From an optimization exercise on the open Yosys and OpenROAD flow, aimed at small area, a short achievable clock period and few clock cycles; shortcuts taken in it are not production practice.
In this exercise RTL edits were held to simulation tests only and were not proved equivalent to the original.

Setup of north:
// calculatorTop
module calculatorTop (
	input  logic        clk,
	input  logic        rst_n,
	input  logic        keyReq,
	input  logic [3:0]  keyCode,
	output logic        keyAck,
	output logic        resReq,
	input  logic        resAck,
	output logic        resSign,
	output logic [23:0] resMagnitude,
	output logic [3:0]  resDigits,
	output logic        resError
);
==> flow/config.mk <==
export PLATFORM = sky130hd
export DESIGN_NAME = calculatorTop
export DESIGN_NICKNAME = calculatorTop
export VERILOG_FILES = /design/flow/design.v
export SDC_FILE = /design/flow/constraint.sdc
export NUM_CORES = 4
export LEC_CHECK = 0
export CAP_MARGIN = 0
export CORE_MARGIN = 2
export CORE_UTILIZATION = 40
export GPL_TIMING_DRIVEN = 0
export SLEW_MARGIN = 0
==> flow/constraint.sdc <==
create_clock -name core_clock -period 80.0 [get_ports {clk}]
set_input_delay 16.0000 -clock core_clock [delete_from_list [all_inputs] [get_ports {clk}]]
set_output_delay 16.0000 -clock core_clock [all_outputs]
set_load 0.01 [all_outputs]
run.sh (not shown) runs the stock make flow with config.mk's settings and CLKGATE_MAP_FILE= SYNTH_SCRIPT=/design/flow/synth_recipe.tcl, a recipe that flattens the netlist after the stock synthesis.
Testbench counts of north, summed over its fixed seeds: cycles 35,324.
## Diff of input files: south against north
# north
export LEC_CHECK = 0
export CAP_MARGIN = 0
export CORE_MARGIN = 2
export CORE_UTILIZATION = 40
export GPL_TIMING_DRIVEN = 0
export SLEW_MARGIN = 0
create_clock -name core_clock -period 80.0 [get_ports {clk}]
# south
export LEC_CHECK = 0
export ABC_AREA = 1
export CAP_MARGIN = 0
export CORE_MARGIN = 2
export CORE_UTILIZATION = 40
export GPL_TIMING_DRIVEN = 0
export SLEW_MARGIN = 0
create_clock -name core_clock -period 80.0 [get_ports {clk}]
[summary]
- Run comparison: south top metal layer carrying routed signals met5; north top metal layer carrying routed signals met4
- Higher non-clock buffer count among south and north: north
- Per the comparison of south with north, sequential cell area share -0.41 points; number of buffers and inverters on the critical path saw a decrease.
- Summary of south over north: setup slack increased 0.59 ns, share of cells above drive strength 1 has increased, average vias per placed instance shows a reduction of about 2.6%.
- From north to south the numbers moved as follows: mux share of post-synthesis cell area shows a reduction of 6.2 points, die extent in y shows an increase of about 0.9%.
- In the final reports, the cell area of south is larger than that of north.

calculatorTop, a different RTL version from the one above (not shown whole).
Size in the first run: ~1300 cells after synthesis, about 160 flip-flops, about 0.012 mm^2 of cells after synthesis.
// calculatorTop
module calculatorTop (
	input  logic        clk,
	input  logic        rst_n,
	input  logic        keyReq,
	input  logic [3:0]  keyCode,
	output logic        keyAck,
	output logic        resReq,
	input  logic        resAck,
	output logic        resSign,
	output logic [23:0] resMagnitude,
	output logic [3:0]  resDigits,
	output logic        resError
);
Settings: LEC_CHECK=0, CAP_MARGIN=20, CORE_MARGIN=2, CORE_UTILIZATION=40, CTS_BUF_LIST=sky130_fd_sc_hd__clkbuf_8, CTS_CLUSTER_SIZE=30, SLEW_MARGIN=20, SYNTH_HIERARCHICAL=1; clock period 80.0 ns.
The starting point produced a clean layout.
Testbench counts at the start, summed over its fixed seeds: cycles 34,751.
Then changed:
==> flow/flow/run.sh (new file) <==
#!/bin/bash
# The standard layout, with the port buffers made of plain buffers
# instead of the delay cells the resizer picks by default.
set -euo pipefail
export BUFFER_PORTS_ARGS="-buffer_cell sky130_fd_sc_hd__buf_2"
bash standard.sh > standard.log 2>&1
==> flow/standard.sh (new file) <==
#!/bin/bash
# synth_recipe.tcl (not shown) runs the flow's synth.tcl, then flattens the netlist and writes it again
# the make line also repeats each setting of config.mk as NAME=value (left out here)
make -C /OpenROAD-flow-scripts/flow DESIGN_CONFIG=/design/flow/config.mk WORK_HOME=/design/flow/orfs CLKGATE_MAP_FILE= SYNTH_SCRIPT=/design/flow/synth_recipe.tcl "${@:-finish}"
Settings changed: CORE_UTILIZATION 40 to 65, PLACE_DENSITY from default to 0.75.
removed: flow/run.sh
Effect: Worst hold slack is worse by 0.0082 ns; wire length drops by 6.8%; final cell count drops by 9.7%; count of clock-buffer cells in the layout climbs by 1; die area drops by 38%; utilization climbs by 26 points; clock skew drops by 0.011 ns; design area drops by 3.4%.
Then changed:
Settings changed: CORE_UTILIZATION 65 to 40, CTS_CLUSTER_SIZE 30 to 12, PLACE_DENSITY 0.75 to default.
=> Die area is higher by 60%; sequential cell count stays the same; setup slack gets worse by 0.0073 ns; routed wire length increases by 4.4%; synthesized cell count stays the same; area after synthesis does not change; global-route usage falls by 16 points; maximum frequency stays flat.
Then changed:
Settings changed: CTS_CLUSTER_SIZE 12 to 30.
- hold slack is unchanged
- core utilization stays the same
- setup slack is unchanged
- die area is unchanged
- via count is unchanged

Setup of v8:
Another version of the RTL of calculatorTop (not shown whole).
For scale: roughly 1,400 cells after synthesis, roughly 40 I/O pins, roughly 12,000 um2 of cells after synthesis.
Settings: LEC_CHECK=0, CAP_MARGIN=20, CORE_MARGIN=2, CORE_UTILIZATION=65, CTS_BUF_LIST=sky130_fd_sc_hd__clkbuf_8, CTS_CLUSTER_SIZE=30, PLACE_DENSITY=0.75, SLEW_MARGIN=20, SYNTH_HIERARCHICAL=1; clock period 80.0 ns.
standard.sh (not shown) runs the stock make flow with config.mk's settings and CLKGATE_MAP_FILE= SYNTH_SCRIPT=/design/flow/synth_recipe.tcl, a recipe that flattens the netlist after the stock synthesis.
==> flow/flow/run.sh <==
#!/bin/bash
# The standard layout, with the port buffers made of plain buffers
# instead of the delay cells the resizer picks by default, and the timing
# repair asked to work on the paths that set the achieved period (the
# 80 ns clock leaves them about 63 ns of slack) with any cell size.
set -euo pipefail
export BUFFER_PORTS_ARGS="-buffer_cell sky130_fd_sc_hd__buf_2"
export SETUP_SLACK_MARGIN=63.4
export MATCH_CELL_FOOTPRINT=0
bash standard.sh > standard.log 2>&1
Testbench counts of v8, summed over its fixed seeds: cycles 34,221.
The following lists how v17 was set up differently from v8:
==> flow/flow/run.sh <==
#!/bin/bash
# The standard layout, with the port buffers made of plain buffers
# instead of the delay cells the resizer picks by default, and a clock tree
# without the dummy loads CTS adds to even out its branches.
set -euo pipefail
export BUFFER_PORTS_ARGS="-buffer_cell sky130_fd_sc_hd__buf_2"
export CTS_ARGS="-sink_clustering_enable -repair_clock_nets -sink_clustering_size 30 -buf_list sky130_fd_sc_hd__clkbuf_8 -dont_use_dummy_load"
bash standard.sh > standard.log 2>&1
- v17: PASS, flow complete, no timing, DRC or antenna violations
- Compared to v8, v17 shows a narrower setup margin.
- Taking v8 as the reference, in v17 worst hold slack after final layout dropped 0.0098 ns, endpoint arrival time on the critical path has increased, detail-routed net length per standard cell now larger, met3 routed wirelength went down by 24 um, detailed-route via count has decreased.
- Relative to v8, the routed wire length measured on v17 has decreased slightly.

RTL: one of the versions met above, not the one the previous note started from.
Size: about 1300 cells after synthesis, roughly 160 flip-flops, ~40 I/O pins, about 12000 um2 of cells after synthesis.
clock: 80.0 ns
lec_check: 0
cap_margin: 20
core_margin: 2
core_utilization: 40
cts_buf_list: sky130_fd_sc_hd__clkbuf_8 sky130_fd_sc_hd__clkbuf_16
cts_cluster_size: 30
slew_margin: 20
synth_hierarchical: 1
==> flow/flow/run.sh <==
#!/bin/bash
# The standard layout, with the port buffers made of plain buffers
# instead of the delay cells the resizer picks by default.
set -euo pipefail
export BUFFER_PORTS_ARGS="-buffer_cell sky130_fd_sc_hd__buf_2"
bash standard.sh > standard.log 2>&1
The starting point went through all stages and came out clean.
Testbench counts at the start, summed over its fixed seeds: cycles 34,751.
Then changed:
==> flow/run.sh (new file) <==
#!/bin/bash
# synth_recipe.tcl (not shown) runs the flow's synth.tcl, then flattens the netlist and writes it again
# the make line also repeats each setting of config.mk as NAME=value (left out here)
make -C /OpenROAD-flow-scripts/flow DESIGN_CONFIG=/design/flow/config.mk WORK_HOME=/design/flow/orfs CLKGATE_MAP_FILE= SYNTH_SCRIPT=/design/flow/synth_recipe.tcl finish
- CTS_BUF_LIST: sky130_fd_sc_hd__clkbuf_8 sky130_fd_sc_hd__clkbuf_16 -> sky130_fd_sc_hd__clkbuf_16
- CTS_CLUSTER_DIAMETER: default -> 200
- CTS_CLUSTER_SIZE: 30 -> 50
removed: flow/flow/run.sh
removed: flow/standard.sh
Cell count does not change.
Core utilization climbs by 0.51 points.
Design area climbs by 1.2%.
Synthesized area does not change.

[static timing again, ports no longer ideal]
Ports are ideal in the flow. The routed layouts listed here were re-timed in OpenROAD. Step 1 (the two cells are an assumption about what drives the block):
set clk [get_ports {clk}]
set_driving_cell -lib_cell sky130_fd_sc_hd__clkbuf_16 $clk
set_driving_cell -lib_cell sky130_fd_sc_hd__buf_2 [delete_from_list [all_inputs] $clk]
Step 2 also shifts input and output timing later by t, the mid clock arrival at the registers, as if the neighbouring blocks saw the same clock. Three values: ideal ports, drivers, drivers and shift; two values: the first two.
run	t, ns	slack for setup (ns)	worst slew at a driven data input, ns
north	0.523	61.800 / 61.800 / 61.800	0.03
south	0.518	62.388 / 62.332 / 62.411	0.04
the first run of note 2	0.524	62.416 / 62.369 / 62.565	0.03
the second run of note 2	0.524	62.802 / 62.756 / 62.969	0.03
the third run of note 2	0.531	62.795 / 62.745 / 62.939	0.03
the fourth run of note 2	0.531	62.795 / 62.745 / 62.939	0.03
v8	0.524	62.960 / 62.915 / 63.281	0.03
v17	0.497	62.781 / 62.741 / 62.968	0.03
the first run of note 4	0.487	62.854 / 62.801 / 62.927	0.03
the second run of note 4	0.489	62.461 / 62.410 / 62.559	0.03
After both steps every run listed still meets setup and hold.
